What follows belongs to an exercise in optimizing a design on an open flow for small area; a production flow would make more cautious choices.
The RTL was checked by simulation tests, not by an equivalence proof against the original design.
Power is estimated from default activity; no workload was simulated.

$ cat flow/flow/run.sh
#!/bin/bash
# Standard ORFS layout; the only change is the cell used to buffer the ports
# (buf_1 instead of the flow's default pick).
set -euo pipefail
bash standard.sh "BUFFER_PORTS_ARGS=-buffer_cell sky130_fd_sc_hd__buf_1" finish > standard_flow.log 2>&1
$ cat flow/standard.sh
#!/bin/bash
# synth_recipe.tcl (not shown) runs the flow's synth.tcl, then flattens the netlist and writes it again
# the make line also repeats each setting of config.mk as NAME=value (left out here)
make -C /OpenROAD-flow-scripts/flow DESIGN_CONFIG=/design/flow/config.mk WORK_HOME=/design/flow/orfs CLKGATE_MAP_FILE= SYNTH_SCRIPT=/design/flow/synth_recipe.tcl "${@:-finish}"
$ cat flow/config.mk
export PLATFORM = sky130hd
export DESIGN_NAME = agu_pipe_stage
export DESIGN_NICKNAME = agu_pipe_stage
export VERILOG_FILES = /design/flow/design.v
export SDC_FILE = /design/flow/constraint.sdc
export NUM_CORES = 4
export LEC_CHECK = 0
export CAP_MARGIN = 20
export CORE_MARGIN = 2
export CORE_UTILIZATION = 60
export GPL_TIMING_DRIVEN = 0
export SLEW_MARGIN = 20
$ cat flow/constraint.sdc
create_clock -name core_clock -period 5.5 [get_ports {clk}]
set_input_delay 1.1000 -clock core_clock [delete_from_list [all_inputs] [get_ports {clk}]]
set_output_delay 1.1000 -clock core_clock [all_outputs]
set_load 0.01 [all_outputs]
$ cat flow/design.v
package agu_pkg;
  localparam int CH_SRC1   = 0;
  localparam int CH_SRC2   = 1;
  localparam int CH_DEST   = 2;
  localparam int CANON_MSB = 47;
  typedef enum logic [1:0] {
    SCALE_1 = 2'd0,
    SCALE_2 = 2'd1,
    SCALE_4 = 2'd2,
    SCALE_8 = 2'd3
  } scale_e;
endpackage
import agu_pkg::*;
module agu_addr_calc
#(
  parameter int ADDR_W = 64,
  parameter int DISP_W = 32
) (
  input  logic [ADDR_W-1:0] base_i,
  input  logic [ADDR_W-1:0] index_i,
  input  logic              index_valid_i,
  input  logic [1:0]        scale_i,
  input  logic [DISP_W-1:0] disp_i,
  output logic [ADDR_W-1:0] sum_o
);
  logic [ADDR_W-1:0] scaled_index;
  logic [ADDR_W-1:0] disp_ext;
  assign scaled_index = index_valid_i ? (index_i << scale_i) : '0;
  assign disp_ext     = ADDR_W'($signed(disp_i));
  assign sum_o        = base_i + scaled_index + disp_ext;
endmodule
import agu_pkg::*;
module agu_pipe_stage
#(
  parameter int ADDR_W    = 64,
  parameter int NUM_CH    = 3,
  parameter int DISP_W    = 32,
  parameter int PAYLOAD_W = 256,
  parameter int DEPTH     = 2
) (
  input  logic                     clk,
  input  logic                     resetN,
  input  logic                     flushIn,
  input  logic                     inValid,
  output logic                     inReady,
  input  logic [PAYLOAD_W-1:0]     inPayload,
  input  logic [NUM_CH-1:0]        inMemAccess,
  input  logic [NUM_CH*ADDR_W-1:0] inBase,
  input  logic [NUM_CH*ADDR_W-1:0] inIndex,
  input  logic [NUM_CH-1:0]        inIndexValid,
  input  logic [NUM_CH*2-1:0]      inScale,
  input  logic [NUM_CH*DISP_W-1:0] inDisp,
  output logic                     outValid,
  input  logic                     outReady,
  output logic [PAYLOAD_W-1:0]     outPayload,
  output logic [NUM_CH-1:0]        outMemAccess,
  output logic [NUM_CH*ADDR_W-1:0] outAddr,
  output logic [NUM_CH-1:0]        outFault,
  output logic [31:0]              acceptedCount
);
  localparam int ENTRY_W = PAYLOAD_W + NUM_CH + NUM_CH*ADDR_W;
  logic [NUM_CH*ADDR_W-1:0] calc_sum;
  logic [ENTRY_W-1:0]       push_entry;
  logic [ENTRY_W-1:0]       ent0_q, ent1_q;
  logic        wr_ptr_q, rd_ptr_q;
  logic [1:0]  count_q;
  logic [31:0] acc_cnt_q;
  logic        rdy_en_q;
  logic        push, pop;
  for (genvar c = 0; c < NUM_CH; c++) begin : g_ch
    agu_addr_calc #(
      .ADDR_W (ADDR_W),
      .DISP_W (DISP_W)
    ) u_calc (
      .base_i        (inBase[c*ADDR_W +: ADDR_W]),
      .index_i       (inIndex[c*ADDR_W +: ADDR_W]),
      .index_valid_i (inIndexValid[c]),
      .scale_i       (inScale[c*2 +: 2]),
      .disp_i        (inDisp[c*DISP_W +: DISP_W]),
      .sum_o         (calc_sum[c*ADDR_W +: ADDR_W])
    );
  end
  assign push_entry = {inPayload, inMemAccess, calc_sum};
  assign inReady  = rdy_en_q & ~count_q[1];
  assign outValid = (count_q != 2'd0);
  assign push     = inValid & inReady & ~flushIn;
  assign pop      = outValid & outReady & ~flushIn;
  always_ff @(posedge clk or negedge resetN) begin
    if (!resetN) begin
      wr_ptr_q  <= 1'b0;
      rd_ptr_q  <= 1'b0;
      count_q   <= 2'd0;
      acc_cnt_q <= '0;
      rdy_en_q  <= 1'b0;
    end else begin
      rdy_en_q <= 1'b1;
      if (flushIn) begin
        wr_ptr_q <= 1'b0;
        rd_ptr_q <= 1'b0;
        count_q  <= 2'd0;
      end else begin
        if (push) begin
          wr_ptr_q <= ~wr_ptr_q;
          if (~&acc_cnt_q) acc_cnt_q <= acc_cnt_q + 32'd1;
        end
        if (pop) rd_ptr_q <= ~rd_ptr_q;
        if (push & ~pop) count_q <= count_q + 2'd1;
        if (pop & ~push) count_q <= count_q - 2'd1;
      end
    end
  end
  always_ff @(posedge clk) begin
    if (~count_q[1] & ~wr_ptr_q) ent0_q <= push_entry;
    if (~count_q[1] &  wr_ptr_q) ent1_q <= push_entry;
  end
  logic [ENTRY_W-1:0]       head;
  logic [NUM_CH-1:0]        head_mem;
  logic [NUM_CH*ADDR_W-1:0] head_sum;
  assign head     = rd_ptr_q ? ent1_q : ent0_q;
  assign head_sum = head[NUM_CH*ADDR_W-1:0];
  assign head_mem = head[NUM_CH*ADDR_W +: NUM_CH];
  assign outPayload   = head[ENTRY_W-1 -: PAYLOAD_W];
  assign outMemAccess = head_mem;
  for (genvar c = 0; c < NUM_CH; c++) begin : g_out
    logic [ADDR_W-1:0]         a;
    logic [ADDR_W-1:CANON_MSB] upper;
    assign a     = head_mem[c] ? head_sum[c*ADDR_W +: ADDR_W] : '0;
    assign upper = a[ADDR_W-1:CANON_MSB];
    assign outAddr[c*ADDR_W +: ADDR_W] = a;
    assign outFault[c] = ~(&upper) & (|upper);
  end
  assign acceptedCount = acc_cnt_q;
endmodule
==> results of run 1 <==
==> cells by family after synthesis <==
kind of cell               Yosys count  share of synthesized area (%)
AOI/OAI and AO/OA                  772                           9.52
xor gates and xnor gates           217                           3.45
adders and majority gates          379                           11.2
buffers and inverters              374                           2.56
DFF                                939                           50.9
muxes                              614                           13.2
other                                1                        0.00681
and+or+nand+nor                   1069                           9.14
==> cell usage after synthesis (all sizes together) (7+ instances only) <==
cell     instances  area [µm²]
mux2           302        3400
nor3            34         180
nand2b          15        93.8
nand2          337        1260
o21ai          130         651
o31ai            9        81.3
a21boi           7        52.6
mux4            60        1350
o211a           83         831
dfrtp           37         926
or3             10        67.6
nor4            27         169
o211ai          23         173
nor2           310        1160
a2111oi          7        61.3
a22o            18         158
a31oi           36         240
a221oi           7        61.3
o21bai          46         345
and2            70         438
xnor2          144        1260
ha             187        2340
fa             192        3840
a21o           103         773
nor2b           32         200
and3            57         357
mux2i          252        2520
a211oi          12        95.1
o21a            13        97.6
buf             42         164
edfxtp         902       27100
nand3           62         310
a21oi          229        1160
nand3b           8        60.1
and4             8        70.1
inv            136         510
a221o            8        80.1
xor2            73         639
clkbuf         194         728
nand4           79         500
==> flow_metrics.tcl, run 1 <==
set metrics [dict create \
    haltStage "I/O pin placement" \
    num_rows 111 \
    synth_edf_count 902 \
    syn-num-nets 5497 \
    fp.dieW_um 307 \
    die_y_um 307 \
    synthArstFlopShare_pct 3.94 \
    ys.flop_type "edfxtp_1" \
    syn_area_per_cell_um2 12.6 \
    yosys_warnings 1 \
    start_util_pct 60.3 \
    seq_area_frac_synth_pct 50.9 \
    stop_error "[ERROR PPL-0024] Number of IO pins (1241) exceeds maximum number of available positions (1108). Increase the die perimeter from 1227.72um to 1687.76um." \
    synth_cells 4365 \
    synth.distinct_cells 82 \
    ys_ff_latch 939 \
    syn_area_mm2 0.0551 \
    status "aborted with a tool error" \
]
==> run 2, diff against run 1 <==
--- a/flow/config.mk
+++ b/flow/config.mk
@@ -7,6 +7,5 @@
 export LEC_CHECK = 0
 export CAP_MARGIN = 20
 export CORE_MARGIN = 2
-export CORE_UTILIZATION = 60
-export GPL_TIMING_DRIVEN = 0
+export CORE_UTILIZATION = 40
 export SLEW_MARGIN = 20
==> flow_metrics.tcl, run 2 <==
set metrics [dict create \
    num_rows 136 \
    core_area_mm2 0.137 \
    grt.overflow.total 0 \
    start_util_pct 40.2 \
    grt.total_usage_pct 29.1 \
    cp_num_buf_inv 4 \
    critPathMaxStageDelay_ps 540 \
    synth.distinct_cells 82 \
    grt_first_pass_wirelength_mm 296 \
    placed_cell_area_mm2 0.0633 \
    critical_path.top_delay_family "compound AO/OA/AOI/OAI gates" \
    cts_hold_buf 0 \
    p_seq_share_pct 39.3 \
    critPathMostFrequentCell "o21ai_0" \
    critPathCaptureType "flip-flop" \
    cp-start-kind "input port" \
    drt_iter0_markers 3851 \
    critPathKind "input port to flip-flop" \
    antenna_found_initial 78 \
    ys.flop_type "edfxtp_1" \
    layout_common_cells "buf_1 (1226), edfxtp_1 (902), nand2_1 (337)" \
    place.gp.congestion 1.01 \
    drt-vias-per-instance 5.58 \
    yosys_warnings 1 \
    seq_area_frac_synth_pct 50.9 \
    io_pins 1241 \
    grt_use_met1_pct 34.2 \
    grtUsageMet2_pct 48.5 \
    synth_area_leader_cell "edfxtp_1" \
    p_sw_share_pct 34.4 \
    syn_area_per_cell_um2 12.6 \
    ctsResizeCount 0 \
    drv_slew 0 \
    min_period_over_period_pct 90.7 \
    cts_buffer_depth 3 \
    powerDensity_mw_per_mm2 383 \
    finClkSkew_ps 36.1 \
    die_y_um 375 \
    routed_wl_mm 212 \
    ys_top_cells_by_count "edfxtp_1 (902), nand2_1 (337), nor2_1 (310)" \
    power_mw 25.6 \
    synthArstFlopShare_pct 3.94 \
    synth.top_cell.area_share_pct 49.2 \
    syn_area_mm2 0.0551 \
    htreeDepth 3 \
    p_clk_share_pct 27.2 \
    stdcell_area_mm2 0.0668 \
    synth_cells 4365 \
    intPower_mw 16.8 \
    yosysMostFrequentCell "edfxtp_1" \
    power_frac_comb_pct 33.5 \
    synthToLayoutAreaGrowth_pct 21.3 \
    drv_cap 0 \
    clock_latency_ps 760 \
    finalHoldViolations 0 \
    cts_inserted_buffers 102 \
    vdd_ir_drop_max_mv 0.300 \
    p_leak_nw 25.3 \
    final_common_cell "buf_1" \
    antenna_left 0 \
    worstMarginPinSlew_ps 994 \
    num_vias 42623 \
    nNetsFinal 6864 \
    post-cts-setup-buffers 0 \
    rsz0062_at_grt "false" \
    cts_root_buf "clkbuf_16" \
    multi_input_area_mm2 0.0257 \
    detail_route.first_pass.iterations 5 \
    worstPathArrival_ps 5450 \
    final-seq-area_mm2 0.0280 \
    die_area_mm2 0.141 \
    top_usage_layer "met2" \
    synth_area_leaders "edfxtp_1 (49%), fa_1 (7.0%), mux2_2 (6.2%), mux2i_1 (4.6%), ha_1 (4.2%)" \
    cts_sinks 939 \
    fmax_ghz 0.200 \
    grt_max_degree 135 \
    synth_edf_count 902 \
    portBuffers 1240 \
    period_minus_slack_ps 4990 \
    grt_pass1_vias 42082 \
    met3_usage_pct 8.20 \
    ys_ff_latch 939 \
    slowest_stage "mux4_2" \
    fill_cells 12463 \
    clkTransAtPathRegs_ps 60 \
    finalSetupViolCount 0 \
    wl_per_cell_um 27.7 \
    layout-drive-gt1-share_pct 14.0 \
    hold_path.class "flip-flop to flip-flop" \
    required_ps 5960 \
    cts_tree "built" \
    reg_top3 "ent0_q x451, ent1_q x451, acc_cnt_q x32" \
    crit_chain "clkbuf_4 > mux4_2 > and2_1 > fa_1 > ha_1 > buf_4 > o21ai_0 > o21ai_0 > nand3b_1 > a2111oi_0 > buf_4 > nor2_1 > o21ai_0 > buf_4 > o21ai_0 > nand3b_1 > a21oi_1 > xnor2_1" \
    drc 0 \
    crit_fanout 12 \
    relSlewSlack_pct 33.6 \
    p_sw_mw 8.80 \
    fp.dieW_um 375 \
    hpwlAfterDp_mm 173 \
    status "timing/DRC/antenna clean" \
    syn-num-nets 5497 \
]
run 2: cell counts after synthesis:
No cell type changed its count.
run 2: per-layer routing:
metal  vias to the layer above  wire (µm)
met5                         -        351
met4                        52      12800
met3                       413      18000
met2                      1725     101000
met1                     21384      79100
li1                      19049          -
run 2: per-stage QoR:
step                      TNS [ps]  worst slack (ps)  hold slack, ps  cells  utilization (%)
after floorplan           -1921120             -2180             515   4365                -
after detailed placement     -2060              -208             480   7422             46.2
final                            0               510             493   7640             48.7
after CTS                        0               581             467   7605             48.7
after global placement       -1480              -194             477   7422             46.2
after global routing             0               248             489   7619             48.7
run 2: kinds of logic (layout without fill, tap and decap cells):
group | Yosys count | after routing | share of synthesized area, %
AO/OA/AOI/OAI | 772 | 772 | 9.52
XOR/XNOR | 217 | 217 | 3.45
adder cells (fa/ha/maj) | 379 | 379 | 11.2
buffers and inverters | 374 | 1820 | 2.56
flip-flops | 939 | 939 | 50.9
multiplexers | 614 | 614 | 13.2
other | 1 | 36 | 0.00681
AND/OR/NAND/NOR | 1069 | 1069 | 9.14
run 2: layout make-up:
class,count,area share (%)
Tap cell,1794,3.36
Clock inverter,62,1.12
Sequential cell,939,42.0
Clock buffer,121,3.99
Multi-Input combinational cell,3052,38.5
Antenna cell,35,0.131
Timing Repair Buffer,1499,10.2
Inverter,138,0.776
run 2: power by group through the flow:
stage               Combinational [mW]  Clock [mW]  Sequential [mW]
finish                            8.56        6.95             10.1
global route                      9.24        7.34             10.2
CTS                               8.53        7.08             10.1
floorplan                         4.90           0             10.2
detailed placement                8.48           0             10.2
global placement                  8.46           0             10.2
run 2: worst reg2reg max path: stages, from the launching register on:
cell and delay (ps):
dfrtp_1 450, and4_1 260, and3_1 220, nand4_1 160
nor2_1 130, and3_1 250, a21boi_0 430, nand3_1 240
nor2_1 330, nand3_1 150, xnor2_1 140
run 2: worst paths after layout:
path | start | end | slack (ps) | cells past startpoint
hold reg to reg | acc_cnt_q[20] | acc_cnt_q[20] | 490 | 1
min in group asynchronous | resetN | count_q[0] | 500 | 1
max in group asynchronous | resetN | rd_ptr_q | 4310 | 1
setup reg to reg | acc_cnt_q[10] | acc_cnt_q[19] | 2630 | 10
hold / removal | acc_cnt_q[20] | acc_cnt_q[20] | 490 | 1
setup / recovery | inScale[0] | ent1_q[52] | 510 | 18

==> afterwards: timing with drivers on the ports <==
The results above use ideal ports. As a check the final layout listed here was re-extracted and re-timed, cells and wires unchanged. Step 1 (the two cells are an assumption about what drives the block):
set clk [get_ports {clk}]
set_driving_cell -lib_cell sky130_fd_sc_hd__clkbuf_16 $clk
set_driving_cell -lib_cell sky130_fd_sc_hd__buf_2 [delete_from_list [all_inputs] $clk]
Step 2 adds t to the input delays and takes it off the output delays; t is the mean of the earliest and latest rising clock arrival at the registers after step 1. Input paths then give back, and output paths get back, about the clock's delay inside the block. a / b / c = no drivers / after step 1 / after step 2; a / b = the first two.
run: run 2
shift t [ns]: 0.789
setup WS [ns]: 0.510 / 0.551 / -0.238
worst setup path after step 2: input to register
worst register clock-pin slew, ns: 0.07 / 0.07
pins driven straight from the clock port: 1
With both steps, setup timing fails in run 2, where it was met with ideal ports. The setup slack of run 2 moves by +0.041 ns with the drivers and by -0.748 ns with both steps.
